Source: an optimization exercise on an open RTL-to-GDS flow (aim: small area, a short achievable clock period and few clock cycles). Production flows keep margins and buffers that such runs may drop.
Power and IR drop assume default switching activity.

## build 34
// conv_rescaler
module conv_rescaler #(
    parameter int NB_PIXEL = 19,
    parameter int NB_COUNT = 32,
    parameter int NB_OUT   = 8,
    parameter int NB_FRAC  = 16
) (
    input  logic                clock,
    input  logic                reset,
    input  logic                i_extremesValid,
    input  logic [NB_PIXEL-1:0] i_maxValue,
    input  logic [NB_PIXEL-1:0] i_minValue,
    input  logic [NB_COUNT-1:0] i_imageSize,
    input  logic                i_valid,
    input  logic [NB_PIXEL-1:0] i_convValue,
    output logic                o_ready,
    output logic [NB_OUT-1:0]   o_pixel,
    output logic                o_valid,
    output logic                o_endSignal
);
Settings: LEC_CHECK=0, ABC_CLOCK_PERIOD_IN_PS=3500, CAP_MARGIN=20, CORE_MARGIN=2, CORE_UTILIZATION=40, SLEW_MARGIN=20; clock period 9.0 ns.
standard.sh (not shown) runs the stock make flow with config.mk's settings and CLKGATE_MAP_FILE= SYNTH_SCRIPT=/design/flow/synth_recipe.tcl, a recipe that flattens the netlist after the stock synthesis.
==> flow/flow/run.sh <==
#!/bin/bash
# Standard layout, with the port buffers made from the smallest plain buffer, a clock tree
# of clkbuf_8 buffers without dummy loads, and timing repair aiming 3.5 ns below the clock period.
set -euo pipefail
export BUFFER_PORTS_ARGS="-buffer_cell sky130_fd_sc_hd__buf_1"
export CTS_ARGS="-sink_clustering_enable -repair_clock_nets -dont_use_dummy_load -buf_list {sky130_fd_sc_hd__clkbuf_8}"
export SETUP_SLACK_MARGIN=5.5
bash standard.sh > standard_flow.log 2>&1
#### Input delta (build 18 over build 34)
# build 34
export LEC_CHECK = 0
export ABC_CLOCK_PERIOD_IN_PS = 3500
export CAP_MARGIN = 20
export CORE_MARGIN = 2
export CORE_UTILIZATION = 40
export SLEW_MARGIN = 20
create_clock -name core_clock -period 9.0 [get_ports {clock}]
# build 18
export LEC_CHECK = 0
export ABC_CLOCK_PERIOD_IN_PS = 1500
export CAP_MARGIN = 20
export CORE_MARGIN = 2
export CORE_UTILIZATION = 40
export SETUP_SLACK_MARGIN = 5
export SLEW_MARGIN = 20
create_clock -name core_clock -period 9.0 [get_ports {clock}]
==> flow/flow/run.sh <==
#!/bin/bash
# Standard layout, with the port buffers made from the smallest plain buffer and a clock tree
# of clkbuf_8 buffers without dummy loads.
set -euo pipefail
export BUFFER_PORTS_ARGS="-buffer_cell sky130_fd_sc_hd__buf_1"
export CTS_ARGS="-sink_clustering_enable -repair_clock_nets -dont_use_dummy_load -buf_list {sky130_fd_sc_hd__clkbuf_8}"
bash standard.sh > standard_flow.log 2>&1
Findings:
- Fraction of layout instances using a drive strength above 1, build 18 and build 34: smaller value in build 18
- Higher count of instances resized after the clock tree is built among build 18 and build 34: build 34
- Of build 18 and build 34, the run reporting the higher final worst-path cycle share was build 18.
- Area: build 18 vs build 34 -> build 18 smaller
- From build 34 to build 18 the numbers moved as follows: minimum period implied by the final worst setup slack went up; overall via count from detail_route went down; clock-cell share of area went up.
- Comparing build 18 and build 34, the lower core utilization of the finished layout was measured on build 18.
diff inputs: build 18 => build 38
# build 18
export LEC_CHECK = 0
export ABC_CLOCK_PERIOD_IN_PS = 1500
export CAP_MARGIN = 20
export CORE_MARGIN = 2
export CORE_UTILIZATION = 40
export SETUP_SLACK_MARGIN = 5
export SLEW_MARGIN = 20
create_clock -name core_clock -period 9.0 [get_ports {clock}]
# build 38
export LEC_CHECK = 0
export ABC_AREA = 1
export ABC_CLOCK_PERIOD_IN_PS = 4000
export CAP_MARGIN = 20
export CORE_MARGIN = 2
export CORE_UTILIZATION = 40
export SETUP_SLACK_MARGIN = 5
export SLEW_MARGIN = 20
create_clock -name core_clock -period 9.0 [get_ports {clock}]
Findings:
- Compared with build 18, build 38 shows a minimum setup slack in the final design that is 0.030 ns lower.
- The power per cell area reported for build 38 is smaller than that of build 18 by about 14%.
- Comparing build 38 and build 18, number of global-route vias before repair is higher on build 38.
- [diff] slack of the worst reg-to-reg path, build 38 relative to build 18: regression
- When the final numbers for build 38 and build 18 were put side by side, the half-perimeter wire length of the detailed placement result turned out to be smaller in build 18.
- Diff build 18 -> build 38 | sequential cell area share | decrease of 0.35 points
- Final area: build 38 > build 18
Here is what was changed in the inputs of build 4 compared with build 38.
# build 38
export LEC_CHECK = 0
export ABC_AREA = 1
export ABC_CLOCK_PERIOD_IN_PS = 4000
export CAP_MARGIN = 20
export CORE_MARGIN = 2
export CORE_UTILIZATION = 40
export SETUP_SLACK_MARGIN = 5
export SLEW_MARGIN = 20
create_clock -name core_clock -period 9.0 [get_ports {clock}]
# build 4
export LEC_CHECK = 0
export ABC_CLOCK_PERIOD_IN_PS = 4000
export CAP_MARGIN = 20
export CORE_MARGIN = 2
export CORE_UTILIZATION = 60
export SETUP_SLACK_MARGIN = 5
export SLEW_MARGIN = 20
create_clock -name core_clock -period 9.0 [get_ports {clock}]
==> flow/flow/run.sh <==
#!/bin/bash
# Standard layout, with the port buffers made from the smallest plain buffer and a clock tree
# of clkbuf_8 buffers, each driving a larger cluster of flip-flops, without dummy loads.
set -euo pipefail
export BUFFER_PORTS_ARGS="-buffer_cell sky130_fd_sc_hd__buf_1"
export CTS_ARGS="-sink_clustering_enable -repair_clock_nets -dont_use_dummy_load -buf_list {sky130_fd_sc_hd__clkbuf_8} -sink_clustering_size 18 -sink_clustering_max_diameter 60"
bash standard.sh > standard_flow.log 2>&1
--- outcome ---
- Deepest level of the CTS H-tree: build 4 vs build 38 down 1
- Relative to build 38, area of the mapped netlist has decreased by about 1.3% in build 4.
- STATUS routed wire length: build 4 wins against build 38
- Delta(fmax, build 4 - build 38) < 0
- Relative to build 38, the final area measured on build 4 has decreased by a few percent.
- Compared with build 38, build 4 shows a lower routability-driven placement congestion ratio.
- A launch point of the worst path of bd_q[10]$_DFF_P_ is what build 38 shows, while c_q[0]$_DFF_P_ belongs to build 4.
- Build 4 reports a lower count of instances resized after the clock tree is built than build 38 does.
- Post-placement worst setup slack for build 4: 0.078 ns up relative to build 38
- Share of the final layout cell area in sequential cells was higher in build 4 than in build 38.
- Between build 38 and build 4, the flow reports non-clock buffer count increasing by more than 10%.
Function was not checked in any run of this note: the RTL went through the layout flow alone.

==> static timing again, ports no longer ideal <==
In the flow no input, the clock included, has a driving cell. The finished layouts below were timed again as built, in two steps. Step 1: set_driving_cell puts a clkbuf_16 on clock and a buf_2 on each other input, an assumption about the parent block. Step 2 times the ports against the registers' clock, not the clock port: input delays grow and output delays shrink by t, the midpoint of the rising clock arrivals with the driver on. Three values: ideal ports, drivers, drivers and shift; two values: the first two.
run | t (ns) | slack for setup (ns) | hold slack, ns | worst slew at a driven data input, ns
build 34 | 0.599 | 5.296 / 5.296 / 5.296 | 0.346 / 0.346 / 0.346 | 0.04
build 18 | 0.618 | 5.187 / 5.187 / 5.187 | 0.347 / 0.347 / 0.347 | 0.04
build 38 | 0.617 | 5.157 / 5.157 / 5.157 | 0.350 / 0.350 / 0.350 | 0.05
build 4 | 0.597 | 5.137 / 5.137 / 5.137 | 0.343 / 0.343 / 0.343 | 0.06
After both steps every run listed still meets setup and hold.
